Background: an optimization exercise with open tools, aiming at small area. Do not read the settings as production practice. Function was checked by simulation only, so behaviour that the tests miss may differ from the original. No activity file was given, so power comes from the tool's default toggle rates.

<file path="config.mk">
export PLATFORM = sky130hd
export DESIGN_NAME = aftabExecute
export DESIGN_NICKNAME = aftabExecute
export VERILOG_FILES = /design/flow/design.v
export SDC_FILE = /design/flow/constraint.sdc
export NUM_CORES = 4
export LEC_CHECK = 0
export CAP_MARGIN = 20
export CORE_MARGIN = 2
export CORE_UTILIZATION = 55
export CTS_BUF_LIST = sky130_fd_sc_hd__clkbuf_8 sky130_fd_sc_hd__clkbuf_16
export CTS_CLUSTER_DIAMETER = 100
export CTS_CLUSTER_SIZE = 30
export PLACE_DENSITY = 0.7
export SLEW_MARGIN = 20
export SYNTH_HIERARCHICAL = 1
</file>
<file path="design.v">
`timescale 1ns/1ps
module gAoi222 (
    input  logic a1, a2, b1, b2, c1, c2,
    output logic y
);
    assign y = ~((a1 & a2) | (b1 & b2) | (c1 & c2));
endmodule
module gAoi22 (
    input  logic a1, a2, b1, b2,
    output logic y
);
    assign y = ~((a1 & a2) | (b1 & b2));
endmodule
module gAoi32 (
    input  logic a1, a2, a3, b1, b2,
    output logic y
);
    assign y = ~((a1 & a2 & a3) | (b1 & b2));
endmodule
module gNand2 (
    input  logic a, b,
    output logic y
);
    assign y = ~(a & b);
endmodule
module gNand3 (
    input  logic a, b, c,
    output logic y
);
    assign y = ~(a & b & c);
endmodule
module gNand4 (
    input  logic a, b, c, d,
    output logic y
);
    assign y = ~(a & b & c & d);
endmodule
module gOr3 (
    input  logic a, b, c,
    output logic y
);
    assign y = a | b | c;
endmodule
module gNor2 (
    input  logic a, b,
    output logic y
);
    assign y = ~(a | b);
endmodule
module gInv (
    input  logic a,
    output logic y
);
    assign y = ~a;
endmodule
module gMux2i (
    input  logic s, a, b,
    output logic y
);
    assign y = ~(s ? b : a);
endmodule
module gXor2 (
    input  logic a, b,
    output logic y
);
    assign y = a ^ b;
endmodule
module gXnor2 (
    input  logic a, b,
    output logic y
);
    assign y = ~(a ^ b);
endmodule
module gO32a (
    input  logic a1, a2, a3, b1, b2,
    output logic y
);
    assign y = (a1 | a2 | a3) & (b1 | b2);
endmodule
`timescale 1ns/1ps
module immGen (
    input  logic [31:7] ir,
    input  logic        valid,
    input  logic [1:0]  immSel,
    output logic [31:0] imm
);
    always_comb begin
        case (immSel | {2{~valid}})
            2'd0:    imm = {{20{ir[31]}}, ir[31:20]};
            2'd1:    imm = {{20{ir[31]}}, ir[31:25], ir[11:7]};
            2'd2:    imm = {ir[31:12], 12'b0};
            default: imm = '0;
        endcase
    end
endmodule
`timescale 1ns/1ps
module readDecode (
    input  logic [4:0]  idx,
    input  logic        enable,
    output logic [31:1] sel
);
    for (genvar i = 1; i < 32; i++) begin : g_sel
        assign sel[i] = enable & (idx == 5'(i));
    end
endmodule
module readBitImm (
    input  logic [31:1] sel,
    input  logic [31:1] d,
    input  logic        selImm,
    input  logic        selImmN,
    input  logic        imm,
    output logic        y
);
    logic [10:0] low;
    logic [2:0]  part;
    for (genvar g = 0; g < 10; g++) begin : g_aoi
        gAoi222 u (.a1(sel[3*g+1]), .a2(d[3*g+1]), .b1(sel[3*g+2]), .b2(d[3*g+2]),
                   .c1(sel[3*g+3]), .c2(d[3*g+3]), .y(low[g]));
    end
    gNand2 u_last (.a(sel[31]), .b(d[31]), .y(low[10]));
    gNand4 u_p0 (.a(low[0]), .b(low[1]), .c(low[2]), .d(low[3]), .y(part[0]));
    gNand4 u_p1 (.a(low[4]), .b(low[5]), .c(low[6]), .d(low[7]), .y(part[1]));
    gNand4 u_p2 (.a(low[8]), .b(low[9]), .c(low[10]), .d(selImmN), .y(part[2]));
    gO32a  u_y  (.a1(part[0]), .a2(part[1]), .a3(part[2]), .b1(imm), .b2(selImmN), .y(y));
endmodule
module readBitNoExtra (
    input  logic [31:1] sel,
    input  logic [31:1] d,
    output logic        y
);
    logic [10:0] low;
    logic [2:0]  part;
    for (genvar g = 0; g < 10; g++) begin : g_aoi
        gAoi222 u (.a1(sel[3*g+1]), .a2(d[3*g+1]), .b1(sel[3*g+2]), .b2(d[3*g+2]),
                   .c1(sel[3*g+3]), .c2(d[3*g+3]), .y(low[g]));
    end
    gNand2 u_last (.a(sel[31]), .b(d[31]), .y(low[10]));
    gNand4 u_p0 (.a(low[0]), .b(low[1]), .c(low[2]), .d(low[3]), .y(part[0]));
    gNand4 u_p1 (.a(low[4]), .b(low[5]), .c(low[6]), .d(low[7]), .y(part[1]));
    gNand3 u_p2 (.a(low[8]), .b(low[9]), .c(low[10]), .y(part[2]));
    gOr3   u_or (.a(part[0]), .b(part[1]), .c(part[2]), .y(y));
endmodule
`timescale 1ns/1ps
module executeUnit (
    input  logic [31:0] opA,
    input  logic [31:0] opB,
    input  logic [31:0] imm,
    input  logic        reset,
    input  logic        addSubBar,
    input  logic        compareSigned,
    input  logic [1:0]  selLogic,
    input  logic [1:0]  selShift,
    input  logic [1:0]  resultSel,
    output logic [31:0] writeData,
    output logic        lt,
    output logic        eq,
    output logic        gt
);
    logic [31:0] x;
    assign x = opA ^ opB;
    logic [31:0] sum, shr;
    logic        left;
    addSub     u_add (.a(opA), .x(x), .sub(addSubBar), .s(sum));
    comparator u_cmp (.a(opA), .b(opB), .x(x), .signedCmp(compareSigned),
                      .lt(lt), .eq(eq), .gt(gt));
    logic [4:0] sh;
    logic       fill;
    assign left = (selShift == 2'd0);
    assign sh   = opB[4:0] & {5{selShift != 2'd3}};
    assign fill = (selShift == 2'd2) & opA[31];
    shiftCore  u_sh  (.a(opA), .left(left), .sh(sh), .fill(fill), .fillN(~fill), .y(shr));
    logic tAb, tX, tSum, tShr, tShl, tImm;
    assign tAb  = ~reset & (resultSel == 2'd1) & ~selLogic[1];
    assign tX   = ~reset & (resultSel == 2'd1) & (selLogic[1] ^ selLogic[0]);
    assign tSum = ~reset & (resultSel == 2'd0);
    assign tShr = ~reset & (resultSel == 2'd2) & ~left;
    assign tShl = ~reset & (resultSel == 2'd2) & left;
    assign tImm = ~reset & (resultSel == 2'd3);
    for (genvar i = 0; i < 32; i++) begin : g_res
        resultBit u (.a(opA[i]), .b(opB[i]), .x(x[i]), .s(sum[i]), .shr(shr[i]),
                     .shl(shr[31-i]), .imm(imm[i]), .tAb(tAb), .tX(tX), .tSum(tSum),
                     .tShr(tShr), .tShl(tShl), .tImm(tImm), .y(writeData[i]));
    end
endmodule
module resultBit (
    input  logic a, b, x, s, shr, shl, imm,
    input  logic tAb, tX, tSum, tShr, tShl, tImm,
    output logic y
);
    logic y1, y2, y3;
    gAoi32  u1 (.a1(a), .a2(b), .a3(tAb), .b1(x), .b2(tX), .y(y1));
    gAoi222 u2 (.a1(tSum), .a2(s), .b1(tShr), .b2(shr), .c1(tShl), .c2(shl), .y(y2));
    gNand2  u3 (.a(tImm), .b(imm), .y(y3));
    gNand3  u4 (.a(y1), .b(y2), .c(y3), .y(y));
endmodule
module comparator (
    input  logic [31:0] a,
    input  logic [31:0] b,
    input  logic [31:0] x,
    input  logic        signedCmp,
    output logic        lt,
    output logic        eq,
    output logic        gt
);
    logic [3:0] blkLt, blkEq;
    always_comb begin
        for (int j = 0; j < 4; j++) begin
            blkLt[j] = ~a[8*j] & b[8*j];
            for (int i = 8 * j + 1; i < 8 * j + 8; i++) blkLt[j] = x[i] ? b[i] : blkLt[j];
            blkEq[j] = ~|x[8*j +: 8];
        end
    end
    logic lt10, lt32, eq10, eq32, ltu;
    assign lt10 = blkLt[1] | (blkEq[1] & blkLt[0]);
    assign lt32 = blkLt[3] | (blkEq[3] & blkLt[2]);
    assign eq10 = blkEq[1] & blkEq[0];
    assign eq32 = blkEq[3] & blkEq[2];
    assign ltu  = lt32 | (eq32 & lt10);
    assign eq = eq32 & eq10;
    assign lt = ltu ^ (signedCmp & x[31]);
    assign gt = ~lt & ~eq;
endmodule
`timescale 1ns/1ps
module addSub (
    input  logic [31:0] a,
    input  logic [31:0] x,
    input  logic        sub,
    output logic [31:0] s
);
    logic x1, x2, x3, x4, x5, x6, x7, x8, x9, x10, x11, x12;
    logic x13, x14, x15, x16, x17, x18, x19, x20, x21, x22, x23, x24;
    logic x25, x26, x27, x28, x29, x30, x31, x32, m33, i34, m35, m36;
    logic p37, m38, p39, m40, p41, m42, p43, m44, p45, m46, p47, m48;
    logic p49, m50, p51, m52, p53, m54, p55, m56, p57, m58, p59, m60;
    logic p61, m62, p63, m64, m65, p66, m67, p68, m69, p70, m71, p72;
    logic m73, p74, m75, p76, m77, m78, p79, m80, p81, m82, i83, m84;
    logic i85, m86, m87, i88, m89, i90, m91, m92, m93, i94, m95, m96;
    logic m97, m98, i99, m100, m101, i102, m103, i104, m105, m106, i107, m108;
    logic m109, m110, i111, m112, i113, m114, m115, i116, m117, m118, i119, m120;
    logic m121;
    gXor2 g1 (.a(x[0]), .b(sub), .y(x1));
    gXor2 g2 (.a(x[1]), .b(sub), .y(x2));
    gXor2 g3 (.a(x[2]), .b(sub), .y(x3));
    gXor2 g4 (.a(x[3]), .b(sub), .y(x4));
    gXor2 g5 (.a(x[4]), .b(sub), .y(x5));
    gXor2 g6 (.a(x[5]), .b(sub), .y(x6));
    gXor2 g7 (.a(x[6]), .b(sub), .y(x7));
    gXor2 g8 (.a(x[7]), .b(sub), .y(x8));
    gXor2 g9 (.a(x[8]), .b(sub), .y(x9));
    gXor2 g10 (.a(x[9]), .b(sub), .y(x10));
    gXor2 g11 (.a(x[10]), .b(sub), .y(x11));
    gXor2 g12 (.a(x[11]), .b(sub), .y(x12));
    gXor2 g13 (.a(x[12]), .b(sub), .y(x13));
    gXor2 g14 (.a(x[13]), .b(sub), .y(x14));
    gXor2 g15 (.a(x[14]), .b(sub), .y(x15));
    gXor2 g16 (.a(x[15]), .b(sub), .y(x16));
    gXor2 g17 (.a(x[16]), .b(sub), .y(x17));
    gXor2 g18 (.a(x[17]), .b(sub), .y(x18));
    gXor2 g19 (.a(x[18]), .b(sub), .y(x19));
    gXor2 g20 (.a(x[19]), .b(sub), .y(x20));
    gXor2 g21 (.a(x[20]), .b(sub), .y(x21));
    gXor2 g22 (.a(x[21]), .b(sub), .y(x22));
    gXor2 g23 (.a(x[22]), .b(sub), .y(x23));
    gXor2 g24 (.a(x[23]), .b(sub), .y(x24));
    gXor2 g25 (.a(x[24]), .b(sub), .y(x25));
    gXor2 g26 (.a(x[25]), .b(sub), .y(x26));
    gXor2 g27 (.a(x[26]), .b(sub), .y(x27));
    gXor2 g28 (.a(x[27]), .b(sub), .y(x28));
    gXor2 g29 (.a(x[28]), .b(sub), .y(x29));
    gXor2 g30 (.a(x[29]), .b(sub), .y(x30));
    gXor2 g31 (.a(x[30]), .b(sub), .y(x31));
    gXor2 g32 (.a(x[31]), .b(sub), .y(x32));
    gMux2i g33 (.s(x1), .a(a[0]), .b(sub), .y(m33));
    gInv g34 (.a(m33), .y(i34));
    gMux2i g35 (.s(x2), .a(a[1]), .b(i34), .y(m35));
    gMux2i g36 (.s(x4), .a(a[3]), .b(a[2]), .y(m36));
    gNand2 g37 (.a(x4), .b(x3), .y(p37));
    gMux2i g38 (.s(x6), .a(a[5]), .b(a[4]), .y(m38));
    gNand2 g39 (.a(x6), .b(x5), .y(p39));
    gMux2i g40 (.s(x8), .a(a[7]), .b(a[6]), .y(m40));
    gNand2 g41 (.a(x8), .b(x7), .y(p41));
    gMux2i g42 (.s(x10), .a(a[9]), .b(a[8]), .y(m42));
    gNand2 g43 (.a(x10), .b(x9), .y(p43));
    gMux2i g44 (.s(x12), .a(a[11]), .b(a[10]), .y(m44));
    gNand2 g45 (.a(x12), .b(x11), .y(p45));
    gMux2i g46 (.s(x14), .a(a[13]), .b(a[12]), .y(m46));
    gNand2 g47 (.a(x14), .b(x13), .y(p47));
    gMux2i g48 (.s(x16), .a(a[15]), .b(a[14]), .y(m48));
    gNand2 g49 (.a(x16), .b(x15), .y(p49));
    gMux2i g50 (.s(x18), .a(a[17]), .b(a[16]), .y(m50));
    gNand2 g51 (.a(x18), .b(x17), .y(p51));
    gMux2i g52 (.s(x20), .a(a[19]), .b(a[18]), .y(m52));
    gNand2 g53 (.a(x20), .b(x19), .y(p53));
    gMux2i g54 (.s(x22), .a(a[21]), .b(a[20]), .y(m54));
    gNand2 g55 (.a(x22), .b(x21), .y(p55));
    gMux2i g56 (.s(x24), .a(a[23]), .b(a[22]), .y(m56));
    gNand2 g57 (.a(x24), .b(x23), .y(p57));
    gMux2i g58 (.s(x26), .a(a[25]), .b(a[24]), .y(m58));
    gNand2 g59 (.a(x26), .b(x25), .y(p59));
    gMux2i g60 (.s(x28), .a(a[27]), .b(a[26]), .y(m60));
    gNand2 g61 (.a(x28), .b(x27), .y(p61));
    gMux2i g62 (.s(x30), .a(a[29]), .b(a[28]), .y(m62));
    gNand2 g63 (.a(x30), .b(x29), .y(p63));
    gMux2i g64 (.s(p37), .a(m35), .b(m36), .y(m64));
    gMux2i g65 (.s(p41), .a(m38), .b(m40), .y(m65));
    gNor2 g66 (.a(p41), .b(p39), .y(p66));
    gMux2i g67 (.s(p45), .a(m42), .b(m44), .y(m67));
    gNor2 g68 (.a(p45), .b(p43), .y(p68));
    gMux2i g69 (.s(p49), .a(m46), .b(m48), .y(m69));
    gNor2 g70 (.a(p49), .b(p47), .y(p70));
    gMux2i g71 (.s(p53), .a(m50), .b(m52), .y(m71));
    gNor2 g72 (.a(p53), .b(p51), .y(p72));
    gMux2i g73 (.s(p57), .a(m54), .b(m56), .y(m73));
    gNor2 g74 (.a(p57), .b(p55), .y(p74));
    gMux2i g75 (.s(p61), .a(m58), .b(m60), .y(m75));
    gNor2 g76 (.a(p61), .b(p59), .y(p76));
    gMux2i g77 (.s(p66), .a(m65), .b(m64), .y(m77));
    gMux2i g78 (.s(p70), .a(m69), .b(m67), .y(m78));
    gNand2 g79 (.a(p70), .b(p68), .y(p79));
    gMux2i g80 (.s(p74), .a(m73), .b(m71), .y(m80));
    gNand2 g81 (.a(p74), .b(p72), .y(p81));
    gMux2i g82 (.s(p79), .a(m77), .b(m78), .y(m82));
    gInv g83 (.a(m80), .y(i83));
    gMux2i g84 (.s(p81), .a(m82), .b(i83), .y(m84));
    gInv g85 (.a(m77), .y(i85));
    gMux2i g86 (.s(p68), .a(m67), .b(i85), .y(m86));
    gMux2i g87 (.s(p72), .a(m71), .b(m82), .y(m87));
    gInv g88 (.a(m84), .y(i88));
    gMux2i g89 (.s(p76), .a(m75), .b(i88), .y(m89));
    gInv g90 (.a(m38), .y(i90));
    gMux2i g91 (.s(p39), .a(m64), .b(i90), .y(m91));
    gMux2i g92 (.s(p43), .a(m77), .b(m42), .y(m92));
    gMux2i g93 (.s(p47), .a(m86), .b(m46), .y(m93));
    gInv g94 (.a(m50), .y(i94));
    gMux2i g95 (.s(p51), .a(m82), .b(i94), .y(m95));
    gMux2i g96 (.s(p55), .a(m87), .b(m54), .y(m96));
    gMux2i g97 (.s(p59), .a(m84), .b(m58), .y(m97));
    gMux2i g98 (.s(p63), .a(m89), .b(m62), .y(m98));
    gInv g99 (.a(m35), .y(i99));
    gMux2i g100 (.s(x3), .a(a[2]), .b(i99), .y(m100));
    gMux2i g101 (.s(x5), .a(a[4]), .b(m64), .y(m101));
    gInv g102 (.a(m91), .y(i102));
    gMux2i g103 (.s(x7), .a(a[6]), .b(i102), .y(m103));
    gInv g104 (.a(m77), .y(i104));
    gMux2i g105 (.s(x9), .a(a[8]), .b(i104), .y(m105));
    gMux2i g106 (.s(x11), .a(a[10]), .b(m92), .y(m106));
    gInv g107 (.a(m86), .y(i107));
    gMux2i g108 (.s(x13), .a(a[12]), .b(i107), .y(m108));
    gMux2i g109 (.s(x15), .a(a[14]), .b(m93), .y(m109));
    gMux2i g110 (.s(x17), .a(a[16]), .b(m82), .y(m110));
    gInv g111 (.a(m95), .y(i111));
    gMux2i g112 (.s(x19), .a(a[18]), .b(i111), .y(m112));
    gInv g113 (.a(m87), .y(i113));
    gMux2i g114 (.s(x21), .a(a[20]), .b(i113), .y(m114));
    gMux2i g115 (.s(x23), .a(a[22]), .b(m96), .y(m115));
    gInv g116 (.a(m84), .y(i116));
    gMux2i g117 (.s(x25), .a(a[24]), .b(i116), .y(m117));
    gMux2i g118 (.s(x27), .a(a[26]), .b(m97), .y(m118));
    gInv g119 (.a(m89), .y(i119));
    gMux2i g120 (.s(x29), .a(a[28]), .b(i119), .y(m120));
    gMux2i g121 (.s(x31), .a(a[30]), .b(m98), .y(m121));
    gXor2 g122 (.a(x1), .b(sub), .y(s[0]));
    gXnor2 g123 (.a(x2), .b(m33), .y(s[1]));
    gXnor2 g124 (.a(x3), .b(m35), .y(s[2]));
    gXnor2 g125 (.a(x4), .b(m100), .y(s[3]));
    gXor2 g126 (.a(x5), .b(m64), .y(s[4]));
    gXnor2 g127 (.a(x6), .b(m101), .y(s[5]));
    gXnor2 g128 (.a(x7), .b(m91), .y(s[6]));
    gXnor2 g129 (.a(x8), .b(m103), .y(s[7]));
    gXnor2 g130 (.a(x9), .b(m77), .y(s[8]));
    gXnor2 g131 (.a(x10), .b(m105), .y(s[9]));
    gXor2 g132 (.a(x11), .b(m92), .y(s[10]));
    gXnor2 g133 (.a(x12), .b(m106), .y(s[11]));
    gXnor2 g134 (.a(x13), .b(m86), .y(s[12]));
    gXnor2 g135 (.a(x14), .b(m108), .y(s[13]));
    gXor2 g136 (.a(x15), .b(m93), .y(s[14]));
    gXnor2 g137 (.a(x16), .b(m109), .y(s[15]));
    gXor2 g138 (.a(x17), .b(m82), .y(s[16]));
    gXnor2 g139 (.a(x18), .b(m110), .y(s[17]));
    gXnor2 g140 (.a(x19), .b(m95), .y(s[18]));
    gXnor2 g141 (.a(x20), .b(m112), .y(s[19]));
    gXnor2 g142 (.a(x21), .b(m87), .y(s[20]));
    gXnor2 g143 (.a(x22), .b(m114), .y(s[21]));
    gXor2 g144 (.a(x23), .b(m96), .y(s[22]));
    gXnor2 g145 (.a(x24), .b(m115), .y(s[23]));
    gXnor2 g146 (.a(x25), .b(m84), .y(s[24]));
    gXnor2 g147 (.a(x26), .b(m117), .y(s[25]));
    gXor2 g148 (.a(x27), .b(m97), .y(s[26]));
    gXnor2 g149 (.a(x28), .b(m118), .y(s[27]));
    gXnor2 g150 (.a(x29), .b(m89), .y(s[28]));
    gXnor2 g151 (.a(x30), .b(m120), .y(s[29]));
    gXor2 g152 (.a(x31), .b(m98), .y(s[30]));
    gXnor2 g153 (.a(x32), .b(m121), .y(s[31]));
endmodule
module shiftCore (
    input  logic [31:0] a,
    input  logic        left,
    input  logic [4:0]  sh,
    input  logic        fill,
    input  logic        fillN,
    output logic [31:0] y
);
    logic m1, m2, m3, m4, m5, m6, m7, m8, m9, m10, m11, m12;
    logic m13, m14, m15, m16, m17, m18, m19, m20, m21, m22, m23, m24;
    logic m25, m26, m27, m28, m29, m30, m31, m32, m33, m34, m35, m36;
    logic m37, m38, m39, m40, m41, m42, m43, m44, m45, m46, m47, m48;
    logic m49, m50, m51, m52, m53, m54, m55, m56, m57, m58, m59, m60;
    logic m61, m62, m63, m64, m65, m66, m67, m68, m69, m70, m71, m72;
    logic m73, m74, m75, m76, m77, m78, m79, m80, m81, m82, m83, m84;
    logic m85, m86, m87, m88, m89, m90, m91, m92, m93, m94, m95, m96;
    logic m97, m98, m99, m100, m101, m102, m103, m104, m105, m106, m107, m108;
    logic m109, m110, m111, m112, m113, m114, m115, m116, m117, m118, m119, m120;
    logic m121, m122, m123, m124, m125, m126, m127, m128, m129, m130, m131, m132;
    logic m133, m134, m135, m136, m137, m138, m139, m140, m141, m142, m143, m144;
    logic m145, m146, m147, m148, m149, m150, m151, m152, m153, m154, m155, m156;
    logic m157, m158, m159, m160;
    gMux2i g1 (.s(left), .a(a[0]), .b(a[31]), .y(m1));
    gMux2i g2 (.s(left), .a(a[1]), .b(a[30]), .y(m2));
    gMux2i g3 (.s(left), .a(a[2]), .b(a[29]), .y(m3));
    gMux2i g4 (.s(left), .a(a[3]), .b(a[28]), .y(m4));
    gMux2i g5 (.s(left), .a(a[4]), .b(a[27]), .y(m5));
    gMux2i g6 (.s(left), .a(a[5]), .b(a[26]), .y(m6));
    gMux2i g7 (.s(left), .a(a[6]), .b(a[25]), .y(m7));
    gMux2i g8 (.s(left), .a(a[7]), .b(a[24]), .y(m8));
    gMux2i g9 (.s(left), .a(a[8]), .b(a[23]), .y(m9));
    gMux2i g10 (.s(left), .a(a[9]), .b(a[22]), .y(m10));
    gMux2i g11 (.s(left), .a(a[10]), .b(a[21]), .y(m11));
    gMux2i g12 (.s(left), .a(a[11]), .b(a[20]), .y(m12));
    gMux2i g13 (.s(left), .a(a[12]), .b(a[19]), .y(m13));
    gMux2i g14 (.s(left), .a(a[13]), .b(a[18]), .y(m14));
    gMux2i g15 (.s(left), .a(a[14]), .b(a[17]), .y(m15));
    gMux2i g16 (.s(left), .a(a[15]), .b(a[16]), .y(m16));
    gMux2i g17 (.s(left), .a(a[16]), .b(a[15]), .y(m17));
    gMux2i g18 (.s(left), .a(a[17]), .b(a[14]), .y(m18));
    gMux2i g19 (.s(left), .a(a[18]), .b(a[13]), .y(m19));
    gMux2i g20 (.s(left), .a(a[19]), .b(a[12]), .y(m20));
    gMux2i g21 (.s(left), .a(a[20]), .b(a[11]), .y(m21));
    gMux2i g22 (.s(left), .a(a[21]), .b(a[10]), .y(m22));
    gMux2i g23 (.s(left), .a(a[22]), .b(a[9]), .y(m23));
    gMux2i g24 (.s(left), .a(a[23]), .b(a[8]), .y(m24));
    gMux2i g25 (.s(left), .a(a[24]), .b(a[7]), .y(m25));
    gMux2i g26 (.s(left), .a(a[25]), .b(a[6]), .y(m26));
    gMux2i g27 (.s(left), .a(a[26]), .b(a[5]), .y(m27));
    gMux2i g28 (.s(left), .a(a[27]), .b(a[4]), .y(m28));
    gMux2i g29 (.s(left), .a(a[28]), .b(a[3]), .y(m29));
    gMux2i g30 (.s(left), .a(a[29]), .b(a[2]), .y(m30));
    gMux2i g31 (.s(left), .a(a[30]), .b(a[1]), .y(m31));
    gMux2i g32 (.s(left), .a(a[31]), .b(a[0]), .y(m32));
    gMux2i g33 (.s(sh[0]), .a(m1), .b(m2), .y(m33));
    gMux2i g34 (.s(sh[0]), .a(m2), .b(m3), .y(m34));
    gMux2i g35 (.s(sh[0]), .a(m3), .b(m4), .y(m35));
    gMux2i g36 (.s(sh[0]), .a(m4), .b(m5), .y(m36));
    gMux2i g37 (.s(sh[0]), .a(m5), .b(m6), .y(m37));
    gMux2i g38 (.s(sh[0]), .a(m6), .b(m7), .y(m38));
    gMux2i g39 (.s(sh[0]), .a(m7), .b(m8), .y(m39));
    gMux2i g40 (.s(sh[0]), .a(m8), .b(m9), .y(m40));
    gMux2i g41 (.s(sh[0]), .a(m9), .b(m10), .y(m41));
    gMux2i g42 (.s(sh[0]), .a(m10), .b(m11), .y(m42));
    gMux2i g43 (.s(sh[0]), .a(m11), .b(m12), .y(m43));
    gMux2i g44 (.s(sh[0]), .a(m12), .b(m13), .y(m44));
    gMux2i g45 (.s(sh[0]), .a(m13), .b(m14), .y(m45));
    gMux2i g46 (.s(sh[0]), .a(m14), .b(m15), .y(m46));
    gMux2i g47 (.s(sh[0]), .a(m15), .b(m16), .y(m47));
    gMux2i g48 (.s(sh[0]), .a(m16), .b(m17), .y(m48));
    gMux2i g49 (.s(sh[0]), .a(m17), .b(m18), .y(m49));
    gMux2i g50 (.s(sh[0]), .a(m18), .b(m19), .y(m50));
    gMux2i g51 (.s(sh[0]), .a(m19), .b(m20), .y(m51));
    gMux2i g52 (.s(sh[0]), .a(m20), .b(m21), .y(m52));
    gMux2i g53 (.s(sh[0]), .a(m21), .b(m22), .y(m53));
    gMux2i g54 (.s(sh[0]), .a(m22), .b(m23), .y(m54));
    gMux2i g55 (.s(sh[0]), .a(m23), .b(m24), .y(m55));
    gMux2i g56 (.s(sh[0]), .a(m24), .b(m25), .y(m56));
    gMux2i g57 (.s(sh[0]), .a(m25), .b(m26), .y(m57));
    gMux2i g58 (.s(sh[0]), .a(m26), .b(m27), .y(m58));
    gMux2i g59 (.s(sh[0]), .a(m27), .b(m28), .y(m59));
    gMux2i g60 (.s(sh[0]), .a(m28), .b(m29), .y(m60));
    gMux2i g61 (.s(sh[0]), .a(m29), .b(m30), .y(m61));
    gMux2i g62 (.s(sh[0]), .a(m30), .b(m31), .y(m62));
    gMux2i g63 (.s(sh[0]), .a(m31), .b(m32), .y(m63));
    gMux2i g64 (.s(sh[0]), .a(m32), .b(fillN), .y(m64));
    gMux2i g65 (.s(sh[1]), .a(m33), .b(m35), .y(m65));
    gMux2i g66 (.s(sh[1]), .a(m34), .b(m36), .y(m66));
    gMux2i g67 (.s(sh[1]), .a(m35), .b(m37), .y(m67));
    gMux2i g68 (.s(sh[1]), .a(m36), .b(m38), .y(m68));
    gMux2i g69 (.s(sh[1]), .a(m37), .b(m39), .y(m69));
    gMux2i g70 (.s(sh[1]), .a(m38), .b(m40), .y(m70));
    gMux2i g71 (.s(sh[1]), .a(m39), .b(m41), .y(m71));
    gMux2i g72 (.s(sh[1]), .a(m40), .b(m42), .y(m72));
    gMux2i g73 (.s(sh[1]), .a(m41), .b(m43), .y(m73));
    gMux2i g74 (.s(sh[1]), .a(m42), .b(m44), .y(m74));
    gMux2i g75 (.s(sh[1]), .a(m43), .b(m45), .y(m75));
    gMux2i g76 (.s(sh[1]), .a(m44), .b(m46), .y(m76));
    gMux2i g77 (.s(sh[1]), .a(m45), .b(m47), .y(m77));
    gMux2i g78 (.s(sh[1]), .a(m46), .b(m48), .y(m78));
    gMux2i g79 (.s(sh[1]), .a(m47), .b(m49), .y(m79));
    gMux2i g80 (.s(sh[1]), .a(m48), .b(m50), .y(m80));
    gMux2i g81 (.s(sh[1]), .a(m49), .b(m51), .y(m81));
    gMux2i g82 (.s(sh[1]), .a(m50), .b(m52), .y(m82));
    gMux2i g83 (.s(sh[1]), .a(m51), .b(m53), .y(m83));
    gMux2i g84 (.s(sh[1]), .a(m52), .b(m54), .y(m84));
    gMux2i g85 (.s(sh[1]), .a(m53), .b(m55), .y(m85));
    gMux2i g86 (.s(sh[1]), .a(m54), .b(m56), .y(m86));
    gMux2i g87 (.s(sh[1]), .a(m55), .b(m57), .y(m87));
    gMux2i g88 (.s(sh[1]), .a(m56), .b(m58), .y(m88));
    gMux2i g89 (.s(sh[1]), .a(m57), .b(m59), .y(m89));
    gMux2i g90 (.s(sh[1]), .a(m58), .b(m60), .y(m90));
    gMux2i g91 (.s(sh[1]), .a(m59), .b(m61), .y(m91));
    gMux2i g92 (.s(sh[1]), .a(m60), .b(m62), .y(m92));
    gMux2i g93 (.s(sh[1]), .a(m61), .b(m63), .y(m93));
    gMux2i g94 (.s(sh[1]), .a(m62), .b(m64), .y(m94));
    gMux2i g95 (.s(sh[1]), .a(m63), .b(fill), .y(m95));
    gMux2i g96 (.s(sh[1]), .a(m64), .b(fill), .y(m96));
    gMux2i g97 (.s(sh[2]), .a(m65), .b(m69), .y(m97));
    gMux2i g98 (.s(sh[2]), .a(m66), .b(m70), .y(m98));
    gMux2i g99 (.s(sh[2]), .a(m67), .b(m71), .y(m99));
    gMux2i g100 (.s(sh[2]), .a(m68), .b(m72), .y(m100));
    gMux2i g101 (.s(sh[2]), .a(m69), .b(m73), .y(m101));
    gMux2i g102 (.s(sh[2]), .a(m70), .b(m74), .y(m102));
    gMux2i g103 (.s(sh[2]), .a(m71), .b(m75), .y(m103));
    gMux2i g104 (.s(sh[2]), .a(m72), .b(m76), .y(m104));
    gMux2i g105 (.s(sh[2]), .a(m73), .b(m77), .y(m105));
    gMux2i g106 (.s(sh[2]), .a(m74), .b(m78), .y(m106));
    gMux2i g107 (.s(sh[2]), .a(m75), .b(m79), .y(m107));
    gMux2i g108 (.s(sh[2]), .a(m76), .b(m80), .y(m108));
    gMux2i g109 (.s(sh[2]), .a(m77), .b(m81), .y(m109));
    gMux2i g110 (.s(sh[2]), .a(m78), .b(m82), .y(m110));
    gMux2i g111 (.s(sh[2]), .a(m79), .b(m83), .y(m111));
    gMux2i g112 (.s(sh[2]), .a(m80), .b(m84), .y(m112));
    gMux2i g113 (.s(sh[2]), .a(m81), .b(m85), .y(m113));
    gMux2i g114 (.s(sh[2]), .a(m82), .b(m86), .y(m114));
    gMux2i g115 (.s(sh[2]), .a(m83), .b(m87), .y(m115));
    gMux2i g116 (.s(sh[2]), .a(m84), .b(m88), .y(m116));
    gMux2i g117 (.s(sh[2]), .a(m85), .b(m89), .y(m117));
    gMux2i g118 (.s(sh[2]), .a(m86), .b(m90), .y(m118));
    gMux2i g119 (.s(sh[2]), .a(m87), .b(m91), .y(m119));
    gMux2i g120 (.s(sh[2]), .a(m88), .b(m92), .y(m120));
    gMux2i g121 (.s(sh[2]), .a(m89), .b(m93), .y(m121));
    gMux2i g122 (.s(sh[2]), .a(m90), .b(m94), .y(m122));
    gMux2i g123 (.s(sh[2]), .a(m91), .b(m95), .y(m123));
    gMux2i g124 (.s(sh[2]), .a(m92), .b(m96), .y(m124));
    gMux2i g125 (.s(sh[2]), .a(m93), .b(fillN), .y(m125));
    gMux2i g126 (.s(sh[2]), .a(m94), .b(fillN), .y(m126));
    gMux2i g127 (.s(sh[2]), .a(m95), .b(fillN), .y(m127));
    gMux2i g128 (.s(sh[2]), .a(m96), .b(fillN), .y(m128));
    gMux2i g129 (.s(sh[3]), .a(m97), .b(m105), .y(m129));
    gMux2i g130 (.s(sh[3]), .a(m98), .b(m106), .y(m130));
    gMux2i g131 (.s(sh[3]), .a(m99), .b(m107), .y(m131));
    gMux2i g132 (.s(sh[3]), .a(m100), .b(m108), .y(m132));
    gMux2i g133 (.s(sh[3]), .a(m101), .b(m109), .y(m133));
    gMux2i g134 (.s(sh[3]), .a(m102), .b(m110), .y(m134));
    gMux2i g135 (.s(sh[3]), .a(m103), .b(m111), .y(m135));
    gMux2i g136 (.s(sh[3]), .a(m104), .b(m112), .y(m136));
    gMux2i g137 (.s(sh[3]), .a(m105), .b(m113), .y(m137));
    gMux2i g138 (.s(sh[3]), .a(m106), .b(m114), .y(m138));
    gMux2i g139 (.s(sh[3]), .a(m107), .b(m115), .y(m139));
    gMux2i g140 (.s(sh[3]), .a(m108), .b(m116), .y(m140));
    gMux2i g141 (.s(sh[3]), .a(m109), .b(m117), .y(m141));
    gMux2i g142 (.s(sh[3]), .a(m110), .b(m118), .y(m142));
    gMux2i g143 (.s(sh[3]), .a(m111), .b(m119), .y(m143));
    gMux2i g144 (.s(sh[3]), .a(m112), .b(m120), .y(m144));
    gMux2i g145 (.s(sh[3]), .a(m113), .b(m121), .y(m145));
    gMux2i g146 (.s(sh[3]), .a(m114), .b(m122), .y(m146));
    gMux2i g147 (.s(sh[3]), .a(m115), .b(m123), .y(m147));
    gMux2i g148 (.s(sh[3]), .a(m116), .b(m124), .y(m148));
    gMux2i g149 (.s(sh[3]), .a(m117), .b(m125), .y(m149));
    gMux2i g150 (.s(sh[3]), .a(m118), .b(m126), .y(m150));
    gMux2i g151 (.s(sh[3]), .a(m119), .b(m127), .y(m151));
    gMux2i g152 (.s(sh[3]), .a(m120), .b(m128), .y(m152));
    gMux2i g153 (.s(sh[3]), .a(m121), .b(fill), .y(m153));
    gMux2i g154 (.s(sh[3]), .a(m122), .b(fill), .y(m154));
    gMux2i g155 (.s(sh[3]), .a(m123), .b(fill), .y(m155));
    gMux2i g156 (.s(sh[3]), .a(m124), .b(fill), .y(m156));
    gMux2i g157 (.s(sh[3]), .a(m125), .b(fill), .y(m157));
    gMux2i g158 (.s(sh[3]), .a(m126), .b(fill), .y(m158));
    gMux2i g159 (.s(sh[3]), .a(m127), .b(fill), .y(m159));
    gMux2i g160 (.s(sh[3]), .a(m128), .b(fill), .y(m160));
    gMux2i g161 (.s(sh[4]), .a(m129), .b(m145), .y(y[0]));
    gMux2i g162 (.s(sh[4]), .a(m130), .b(m146), .y(y[1]));
    gMux2i g163 (.s(sh[4]), .a(m131), .b(m147), .y(y[2]));
    gMux2i g164 (.s(sh[4]), .a(m132), .b(m148), .y(y[3]));
    gMux2i g165 (.s(sh[4]), .a(m133), .b(m149), .y(y[4]));
    gMux2i g166 (.s(sh[4]), .a(m134), .b(m150), .y(y[5]));
    gMux2i g167 (.s(sh[4]), .a(m135), .b(m151), .y(y[6]));
    gMux2i g168 (.s(sh[4]), .a(m136), .b(m152), .y(y[7]));
    gMux2i g169 (.s(sh[4]), .a(m137), .b(m153), .y(y[8]));
    gMux2i g170 (.s(sh[4]), .a(m138), .b(m154), .y(y[9]));
    gMux2i g171 (.s(sh[4]), .a(m139), .b(m155), .y(y[10]));
    gMux2i g172 (.s(sh[4]), .a(m140), .b(m156), .y(y[11]));
    gMux2i g173 (.s(sh[4]), .a(m141), .b(m157), .y(y[12]));
    gMux2i g174 (.s(sh[4]), .a(m142), .b(m158), .y(y[13]));
    gMux2i g175 (.s(sh[4]), .a(m143), .b(m159), .y(y[14]));
    gMux2i g176 (.s(sh[4]), .a(m144), .b(m160), .y(y[15]));
    gMux2i g177 (.s(sh[4]), .a(m145), .b(fillN), .y(y[16]));
    gMux2i g178 (.s(sh[4]), .a(m146), .b(fillN), .y(y[17]));
    gMux2i g179 (.s(sh[4]), .a(m147), .b(fillN), .y(y[18]));
    gMux2i g180 (.s(sh[4]), .a(m148), .b(fillN), .y(y[19]));
    gMux2i g181 (.s(sh[4]), .a(m149), .b(fillN), .y(y[20]));
    gMux2i g182 (.s(sh[4]), .a(m150), .b(fillN), .y(y[21]));
    gMux2i g183 (.s(sh[4]), .a(m151), .b(fillN), .y(y[22]));
    gMux2i g184 (.s(sh[4]), .a(m152), .b(fillN), .y(y[23]));
    gMux2i g185 (.s(sh[4]), .a(m153), .b(fillN), .y(y[24]));
    gMux2i g186 (.s(sh[4]), .a(m154), .b(fillN), .y(y[25]));
    gMux2i g187 (.s(sh[4]), .a(m155), .b(fillN), .y(y[26]));
    gMux2i g188 (.s(sh[4]), .a(m156), .b(fillN), .y(y[27]));
    gMux2i g189 (.s(sh[4]), .a(m157), .b(fillN), .y(y[28]));
    gMux2i g190 (.s(sh[4]), .a(m158), .b(fillN), .y(y[29]));
    gMux2i g191 (.s(sh[4]), .a(m159), .b(fillN), .y(y[30]));
    gMux2i g192 (.s(sh[4]), .a(m160), .b(fillN), .y(y[31]));
endmodule
`timescale 1ns/1ps
module aftabExecute (
    input  logic        clk,
    input  logic        reset,
    input  logic        ldIR,
    input  logic        writeRegFile,
    input  logic        selImm,
    input  logic        addSubBar,
    input  logic        compareSigned,
    input  logic [31:0] instrIn,
    input  logic [1:0]  immSel,
    input  logic [1:0]  selLogic,
    input  logic [1:0]  selShift,
    input  logic [1:0]  resultSel,
    output logic [31:0] writeData,
    output logic        lt,
    output logic        eq,
    output logic        gt
);
    logic [31:7] ir;
    logic        irValid;
    always_ff @(posedge clk) begin
        if (ldIR) ir <= instrIn[31:7];
    end
    always_ff @(posedge clk) begin
        if (reset | ldIR) irValid <= ~reset;
    end
    logic [31:1][31:0] rf;
    for (genvar i = 1; i < 32; i++) begin : g_reg
        logic en;
        assign en = reset | (writeRegFile & irValid & (ir[11:7] == 5'(i)));
        always_ff @(posedge clk) begin
            if (en) rf[i] <= writeData;
        end
    end
    logic [31:0] imm, opA, opB;
    logic [31:1] selA, selB;
    immGen u_imm (.ir(ir[31:7]), .valid(irValid), .immSel(immSel), .imm(imm));
    readDecode u_decA (.idx(ir[19:15]), .enable(irValid),    .sel(selA));
    readDecode u_decB (.idx(ir[24:20]), .enable(irValid), .sel(selB));
    for (genvar b = 0; b < 32; b++) begin : g_read
        logic [31:1] col;
        for (genvar i = 1; i < 32; i++) begin : g_col
            assign col[i] = rf[i][b];
        end
        readBitNoExtra u_a (.sel(selA), .d(col), .y(opA[b]));
        readBitImm     u_b (.sel(selB), .d(col), .selImm(selImm), .selImmN(~selImm), .imm(imm[b]), .y(opB[b]));
    end
    executeUnit u_exe (
        .opA(opA), .opB(opB), .imm(imm),
        .reset(reset), .addSubBar(addSubBar), .compareSigned(compareSigned),
        .selLogic(selLogic), .selShift(selShift), .resultSel(resultSel),
        .writeData(writeData), .lt(lt), .eq(eq), .gt(gt)
    );
endmodule
</file>
<file path="constraint.sdc">
create_clock -name core_clock -period 12.0 [get_ports {clk}]
set_input_delay 2.4000 -clock core_clock [delete_from_list [all_inputs] [get_ports {clk}]]
set_output_delay 2.4000 -clock core_clock [all_outputs]
set_load 0.01 [all_outputs]
</file>
<file path="flow/run.sh">
#!/bin/bash
# The standard layout (standard.sh: the standard flow's synthesis and ORFS steps), with two changes:
# the port buffers are buf_2 cells instead of delay cells, and clock tree synthesis
# uses larger sink clusters and inserts no dummy loads.
set -euo pipefail
bash standard.sh \
  "BUFFER_PORTS_ARGS=-buffer_cell sky130_fd_sc_hd__buf_2" \
  "CTS_ARGS=-sink_clustering_enable -repair_clock_nets -dont_use_dummy_load -sink_clustering_size 30 -sink_clustering_max_diameter 100 -buf_list {sky130_fd_sc_hd__clkbuf_8 sky130_fd_sc_hd__clkbuf_16}" \
  finish > standard.log 2>&1
</file>
<file path="standard.sh">
#!/bin/bash
# synth_recipe.tcl (not shown) runs the flow's synth.tcl, then flattens the netlist and writes it again
# the make line also repeats each setting of config.mk as NAME=value (left out here)
make -C /OpenROAD-flow-scripts/flow DESIGN_CONFIG=/design/flow/config.mk WORK_HOME=/design/flow/orfs CLKGATE_MAP_FILE= SYNTH_SCRIPT=/design/flow/synth_recipe.tcl "${@:-finish}"
</file>
==> reports/metrics.cfg, run 1 <==
[run_status]
outcome = finished clean

[timing]
hold_viol_final = 0
finalCritPeriodShare_pct = 95.0
slew_viol_final = 0
finalSetupViolCount = 0
tns_ps = 0
clock_skew_ps = 130
whs_ps = 1130
fmax_ghz = 0.0878
grt_setup_unrepaired = false
slew_headroom_pct = 23.6
worst_pin_slew_ps = 1150
fin_crit_ps = 11390

[finish]
nets = 3057
post-route-cell-area_mm2 = 0.0490
num-fill-cells = 5972
drive_above_1_share_pct = 12.0
multi_input_area_mm2 = 0.0145
regArea_mm2 = 0.0306
final_cells = 4079
syn_to_final_growth_pct = 8.73

[yosys]
synth_cell_type_count = 59
yosysWarnings = 9
synth_compound_area_share_pct = 17.6
synth-simple-area-share_pct = 6.55
synth_top_family_by_area = compound AO/OA/AOI/OAI gates
syn_inst = 2791
synth_xor_area_share_pct = 1.89
syn_area_per_cell_um2 = 16.1
synth_async_sr_flop_share_pct = 0
synthAdderAreaFrac_pct = 0
ys_seq_area_share_pct = 67.9
synth_flop_cell = edfxtp_1
synth_mux_area_share_pct = 5.47
syn_area_mm2 = 0.0450
synth_seq_cells = 1018
syn-num-nets = 2838
synth-edff-count = 1018

[clock_tree]
root_buffer = clkbuf_16
clk_pin_slew_ps = 110
cts_setup_buffers = 0
numCtsBuffers = 42
cts.sink_count = 1018
clockBufferDepth = 3
cts_resized = 0
tritoncts = yes
clkLatencyLatePin_ps = 680
cts_hold_buf = 0
cts.htree.levels = 2

[critical_path]
cp-start-kind = flip-flop
critical_path_required_ps = 9600
path_class = flip-flop to primary output
critPathArrivalTime_ps = 8990
cp-end-kind = primary output
crit_path_max_fanout = 18
rrSetupSlack_ps = 3180

[global_route]
grt_pass1_vias = 33600
grt_pass1_wl_um = 243000
grt_max_degree = 53
grt_util_all_layers_pct = 40.4
antenna_found_initial = 22
overflow = 0

[floorplan]
start_util_pct = 55.7
die_x_um = 290
core-area_mm2 = 0.0808
dieArea_mm2 = 0.0842
fp-row-count = 104
die_h_um = 290
pin_count = 82

[route]
postRouteAntennaNets = 0
wl_per_cell_um = 43.2
drcViolationCount = 0
drt_iter0_markers = 10000
via_per_inst = 8.70
drt_pre_antenna_iters = 11
vias = 35500
wl_um = 176000

[flow_run]
drv_cap = 0

[place]
gp_congestion = 1.03
placed_cells = 4025
dp_hpwl_um = 109000
dpl-instance-area_mm2 = 0.0479
portBuffers = 74

[power]
total_power_mw = 8.10
ir_drop_mv = 0.109
leakage_nw = 16.4
power_density_mw_per_mm2 = 166

[hold_path]
hold_class = flip-flop to flip-flop

==> power breakdown <==
part	switching (mW)	internal (mW)	leakage, nW
clock	1.03	0.631	0.518
combinational	1.14	0.426	5.46
sequential	0.274	4.60	10.4
total	2.45	5.66	16.4
==> kinds of logic after synthesis <==
kind of cell,after synthesis
xor+xnor,97
simple gates,559
buf+inv,52
compound gates,819
flops,1018
mux,246
==> state kept, by name, summed over array words and instances (netlist names) <==
signal,count
rf,992
irValid,1
ir,25
==> cell usage after synthesis, types with 2 or more instances <==
cell type | count | area [um^2]
a21oi_1 | 13 | 65.1
a221oi_1 | 2 | 17.5
a222oi_1 | 672 | 6730
a31o_1 | 17 | 149
a32oi_1 | 32 | 280
a41o_1 | 8 | 80.1
a41o_2 | 4 | 45.0
and2_1 | 11 | 68.8
and3_1 | 3 | 18.8
buf_2 | 11 | 55.1
buf_4 | 2 | 15.0
buf_6 | 4 | 45.0
clkbuf_1 | 9 | 33.8
edfxtp_1 | 1018 | 30600
inv_1 | 25 | 93.8
mux2i_1 | 246 | 2460
nand2_1 | 145 | 544
nand2b_1 | 11 | 68.8
nand3_1 | 66 | 330
nand3b_1 | 2 | 15.0
nand4_1 | 164 | 1030
nand4b_1 | 7 | 61.3
nand4bb_1 | 6 | 67.6
nor2_1 | 79 | 297
nor2b_1 | 5 | 31.3
nor3_1 | 4 | 20.0
nor3b_1 | 5 | 37.5
nor4_1 | 3 | 18.8
o211ai_1 | 3 | 22.5
o21ai_0 | 23 | 115
o32a_1 | 32 | 320
or2_2 | 3 | 18.8
or3_1 | 33 | 206
or3b_1 | 2 | 17.5
or4b_4 | 2 | 27.5
xnor2_1 | 25 | 219
xor2_1 | 72 | 631
==> critical path: stages (launching register included) <==
cell      delay, ps
edfxtp_1        730
buf_4           390
or4b_4          560
nor2_2          780
a222oi_1        260
nand4_1         260
or3_1           500
xor2_1          330
xor2_1          280
mux2i_1         290
inv_1            60
mux2i_1         260
mux2i_1         120
buf_4           180
mux2i_1         550
mux2i_1         360
mux2i_1         450
mux2i_1         200
mux2i_1         210
xnor2_1         100
a222oi_1        450
nand3_1         620
buf_2           360
==> per-module statistics from Yosys (local to each module, per instance), excerpt <==
module,times used,area [um^2]
executeUnit,1,393
gNand2,112,3.75
gAoi222,672,10.0
gNand4,160,6.26
gInv,14,3.75
readDecode,2,230
gOr3,32,6.26
gMux2i,245,10.0
immGen,1,348
gNor2,6,3.75
gNand3,64,5.00
aftabExecute,1,31000
gXor2,40,8.76
==> placed cells by master, fill, tap and decap left out, drive strengths merged, types with 2 or more instances in the layout <==
cell	n
or2	3
o21ai	23
xnor2	25
a41o	12
nor4	3
nand2b	12
or3	33
a222oi	672
or4b	2
a31o	17
and2	11
nor3b	5
nand4b	7
xor2	72
nor3	6
and3b	2
buf	202
nor2b	5
nand2	145
nor2	80
edfxtp	1018
a32oi	32
o211ai	3
diode	11
a21oi	13
inv	25
nand4	164
nand3	66
mux2i	246
a221oi	2
o32a	32
a2111oi	2
and3	3
nand3b	2
nand4bb	6
or3b	2
clkbuf	42
==> metal layers <==
metal	share of wire, %	track usage (%)	up-vias
li1	-	-	13600
met1	32	52.7	17300
met2	42	57.8	3818
met3	18	15.0	683
met4	7.2	24.5	18
met5	0.064	0	-
==> cell type report <==
type                       instances  share of cell area, %
multi-input combinational       1721                   29.7
inverter                          25                  0.192
antenna                           11                 0.0562
timing repair buffer             202                   2.80
tap                             1060                   2.71
sequential                      1018                   62.4
clock buffer                      42                   2.15
==> final timing paths <==
kind                            startpoint            end  cells after the start
worst max-delay path               irValid  writeData[27]                     22
worst min-delay path                ir[13]        rf[813]                      5
worst max register to register     irValid        rf[795]                     22
worst min register to register      ir[13]        rf[813]                      5
==> through the flow <==
| step | utilization (%) | setup WS (ps) |
|---|---|---|
| 6_report | 60.6 | 605 |
| 5_1_grt | 60.6 | 443 |
| 4_1_cts | 60.5 | 1020 |
| 3_5_place_dp | 59.2 | 1440 |
| 3_3_place_gp | 59.2 | 1600 |
| 2_1_floorplan | - | 2160 |
==> run 2: changes to the inputs <==
==> flow/run.sh (replaced) <==
#!/bin/bash
# The standard layout (standard.sh: the standard flow's synthesis and ORFS steps), with two changes:
# the port buffers are buf_1 cells instead of delay cells, and clock tree synthesis
# uses larger sink clusters and inserts no dummy loads.
set -euo pipefail
bash standard.sh \
  "BUFFER_PORTS_ARGS=-buffer_cell sky130_fd_sc_hd__buf_1" \
  "CTS_ARGS=-sink_clustering_enable -repair_clock_nets -dont_use_dummy_load -sink_clustering_size 30 -sink_clustering_max_diameter 100 -buf_list {sky130_fd_sc_hd__clkbuf_8 sky130_fd_sc_hd__clkbuf_16}" \
  finish > standard.log 2>&1
==> reports/metrics.cfg, run 2 <==
[run_status]
outcome = finished clean

[yosys]
yosysWarnings = 9  ; unchanged
synth.most_common_cell = edfxtp_1
syn_area_per_cell_um2 = 16.1  ; unchanged
syn-num-nets = 2838  ; unchanged
syn_area_mm2 = 0.0450  ; unchanged
synth_top_area_cell = edfxtp_1
ys_seq_area_share_pct = 67.9  ; unchanged
syn_inst = 2791  ; unchanged
synth_top_area_share_pct = 67.9  ; unchanged
synth-edff-count = 1018  ; unchanged
yosys-top-cells-area = edfxtp_1 (68%), a222oi_1 (15%), mux2i_1 (5.5%)
synth_cell_type_count = 59  ; unchanged
yosys-top-cells-count = edfxtp_1 (1018), a222oi_1 (672), mux2i_1 (246)
synth_flop_cell = edfxtp_1
synth_async_sr_flop_share_pct = 0  ; unchanged
synth_seq_cells = 1018  ; unchanged

[global_route]
use_met1_pct = 52.1  ; -0.56 points
grt_max_degree = 37  ; -30%
grt_pass1_vias = 33100  ; -1.5%
use_met2_pct = 57.7  ; -0.099 points
grt_use_met3_pct = 14.4  ; -0.60 points
grt_pass1_wl_um = 240000  ; -1.1%
overflow = 0  ; unchanged
grt.busiest_layer = met2
antenna_found_initial = 17  ; -23%
grt_util_all_layers_pct = 40.1  ; -0.33 points

[timing]
slew_viol_final = 0  ; unchanged
worst_pin_slew_ps = 1200  ; +50.3 ps
worst_slack_ps = 452  ; -153 ps
fin_crit_ps = 11550  ; +153 ps
finalCritPeriodShare_pct = 96.2  ; +1.3 points
fmax_ghz = 0.0866  ; -1.3%
finalSetupViolCount = 0  ; unchanged
hold_viol_final = 0  ; unchanged
grt_setup_unrepaired = false
slew_headroom_pct = 20.3  ; -3.4 points
tns_ps = 0  ; unchanged
clock_skew_ps = 139  ; +8.74 ps

[clock_tree]
root_buffer = clkbuf_16
cts_setup_buffers = 0  ; unchanged
clk_pin_slew_ps = 110  ; about the same
cts_resized = 0  ; unchanged
tritoncts = yes
clockBufferDepth = 3  ; unchanged
clkLatencyLatePin_ps = 680  ; about the same
cts.sink_count = 1018  ; unchanged
numCtsBuffers = 42  ; unchanged
cts_hold_buf = 0  ; unchanged
cts.htree.levels = 2  ; unchanged

[floorplan]
fp-row-count = 104  ; unchanged
pin_count = 82  ; unchanged
core-area_mm2 = 0.0808  ; unchanged
die_h_um = 290  ; unchanged
start_util_pct = 55.7  ; unchanged
dieArea_mm2 = 0.0842  ; unchanged
die_x_um = 290  ; unchanged

[place]
dp_hpwl_um = 106000  ; -2.5%
place_ws_ps = 1180  ; -260 ps
dpl-instance-area_mm2 = 0.0477  ; -0.27%
gp_congestion = 1.07  ; +4.2%
portBuffers = 74  ; unchanged

[finish]
regMostFlops = rf
post-route-cell-area_mm2 = 0.0488  ; -0.29%
drive_above_1_share_pct = 9.61  ; -2.4 points
syn_to_final_growth_pct = 8.42
largest_reg_flops = 992  ; unchanged
nets = 3055  ; -0.065%
final_cell_mix = edfxtp_1 (1018), a222oi_1 (672), mux2i_1 (246)
reg.largest.list = rf: 992 flops, ir: 25 flops, irValid: 1 flops
final_common_cell = edfxtp_1
num-fill-cells = 5982  ; +0.17%

[route]
drt_pre_antenna_iters = 13  ; +2
drcViolationCount = 0  ; unchanged
wl_per_cell_um = 42.8  ; -0.79%
wl_um = 175000  ; -0.84%
via_per_inst = 8.65  ; -0.55%
postRouteAntennaNets = 0  ; unchanged
drt_iter0_markers = 9774  ; -2.5%
vias = 35300  ; -0.59%

[critical_path]
critical_path_required_ps = 9600  ; about the same
crit_path_max_fanout = 32  ; +14
path_class = flip-flop to primary output
path_common_cell = mux2i_1
critPathArrivalTime_ps = 9150  ; +160 ps
cp-end-kind = primary output
critPathMaxStageDelay_ps = 740  ; -40 ps
path_cells = buf_4, nand4b_1, nor2_2, buf_4, a222oi_1, nand4_1, o32a_1, xor2_1, xor2_1, mux2i_1, inv_1, mux2i_1, mux2i_1, mux2i_1, mux2i_1, mux2i_1, inv_1, mux2i_1, mux2i_1, xor2_1, a222oi_1, nand3_1, buf_1
cp-start-kind = flip-flop
critPathSlowestCell = edfxtp_1

[power]
ir_drop_mv = 0.158  ; +45%
power_density_mw_per_mm2 = 165  ; about the same
leakage_nw = 16.2  ; -1.6%

[hold_path]
hold_class = flip-flop to flip-flop

[flow_run]
drv_cap = 0  ; unchanged

[run 2: where the power goes]
group          switching (mW)  total (mW)  internal (mW)
Combinational            1.13        1.55          0.416
Sequential              0.273        4.88           4.60
Clock                    1.02        1.65          0.631
[run 2: metrics by stage]
stage / power, mW / utilization, % / std cells / hold WS [ps]
after global placement: 6.32 / 59.1 / 4024 / 1120
final: 8.08 / 60.4 / 4077 / 1160
after detailed placement: 6.40 / 59.1 / 4024 / 1130
after CTS: 7.97 / 60.4 / 4066 / 1130
after floorplan: 5.72 / - / 2791 / 1180
after global routing: 8.26 / 60.4 / 4067 / 1230
[run 2: logic make-up (layout without fill, tap and decap cells)]
| group | Yosys count | count (layout) | synth area share [%] |
|---|---|---|---|
| AOI/OAI and AO/OA | 819 | 819 | 17.6 |
| xor gates and xnor gates | 97 | 97 | 1.89 |
| DFF | 1018 | 1018 | 67.9 |
| other | 0 | 11 | 0 |
| muxes | 246 | 246 | 5.47 |
| and+or+nand+nor | 559 | 559 | 6.55 |
| buffers and inverters | 52 | 267 | 0.572 |
[run 2: worst paths after layout]
kind                            startpoint       endpoint  slack [ps]  depth (start not counted)
worst max-delay path               irValid  writeData[30]         450                         23
worst min-delay path                ir[26]        rf[762]        1160                          5
worst min register to register      ir[26]        rf[762]        1160                          5
worst max register to register     irValid        rf[574]        3030                         23
[run 2: Yosys stat by module (local to each module, per instance), excerpt]
module | flops+latches | cells | times used | area, um^2
readDecode | 0 | 46 | 2 | 230
gOr3 | 0 | 1 | 32 | 6.26
gAoi222 | 0 | 1 | 672 | 10.0
gAoi32 | 0 | 1 | 32 | 8.76
gNand4 | 0 | 1 | 160 | 6.26
immGen | 0 | 68 | 1 | 348
gMux2i | 0 | 1 | 245 | 10.0
aftabExecute | 1018 | 1078 | 1 | 31000
executeUnit | 0 | 50 | 1 | 393
gNor2 | 0 | 1 | 6 | 3.75
gInv | 0 | 1 | 14 | 3.75
gXnor2 | 0 | 1 | 24 | 8.76
gXor2 | 0 | 1 | 40 | 8.76
gO32a | 0 | 1 | 32 | 10.0
[run 2: final cells by class]
class                   count  area, um^2  area share [%]
diodes                     11        27.5          0.0564
clock buffers              42        1050            2.15
multi-input cells        1721       14500            29.8
well taps                1060        1330            2.72
inverters                  25        93.8           0.192
flip-flops and latches   1018       30600            62.6
repair buffers            200        1230            2.51
[run 2: metal layers]
metal	wire length, um	vias to the layer above
met5	200	-
met1	56100	17100
met3	32000	709
li1	-	13600
met2	72900	3787
met4	13400	16
[run 2: worst max-delay path, delay by kind of cell (launching register included)]
| kind | cells | cell delay, ps |
|---|---|---|
| mux | 8 | 2910 |
| buf+inv | 5 | 1410 |
| compound gates | 3 | 1350 |
| simple gates | 4 | 1250 |
| xor+xnor | 3 | 830 |
| flops | 1 | 740 |

[static timing again, ports no longer ideal]
The results above use ideal ports. As a check the final layouts listed here were re-extracted and re-timed, cells and wires unchanged.
Step 1: set_driving_cell puts a clkbuf_16 on clk and a buf_2 on each other input, an assumption about the parent block.
Step 2 moves the port delays by t, midway between the first and last clock arrival at a register: inputs arrive t later, outputs are due t later. That takes back most of the time a late clock gives input paths.
Three values: ideal, step 1, step 2; two values: the first two.
run | shift t [ns] | setup WS [ns] | clock arrival spread, ns | slew at the worst register clock pin (ns)
run 1 | 0.682 | 0.605 / 0.533 / 1.195 | 0.130 / 0.130 | 0.12 / 0.12
run 2 | 0.677 | 0.452 / 0.383 / 0.711 | 0.139 / 0.139 | 0.12 / 0.12
After both steps every run listed still meets setup and hold.
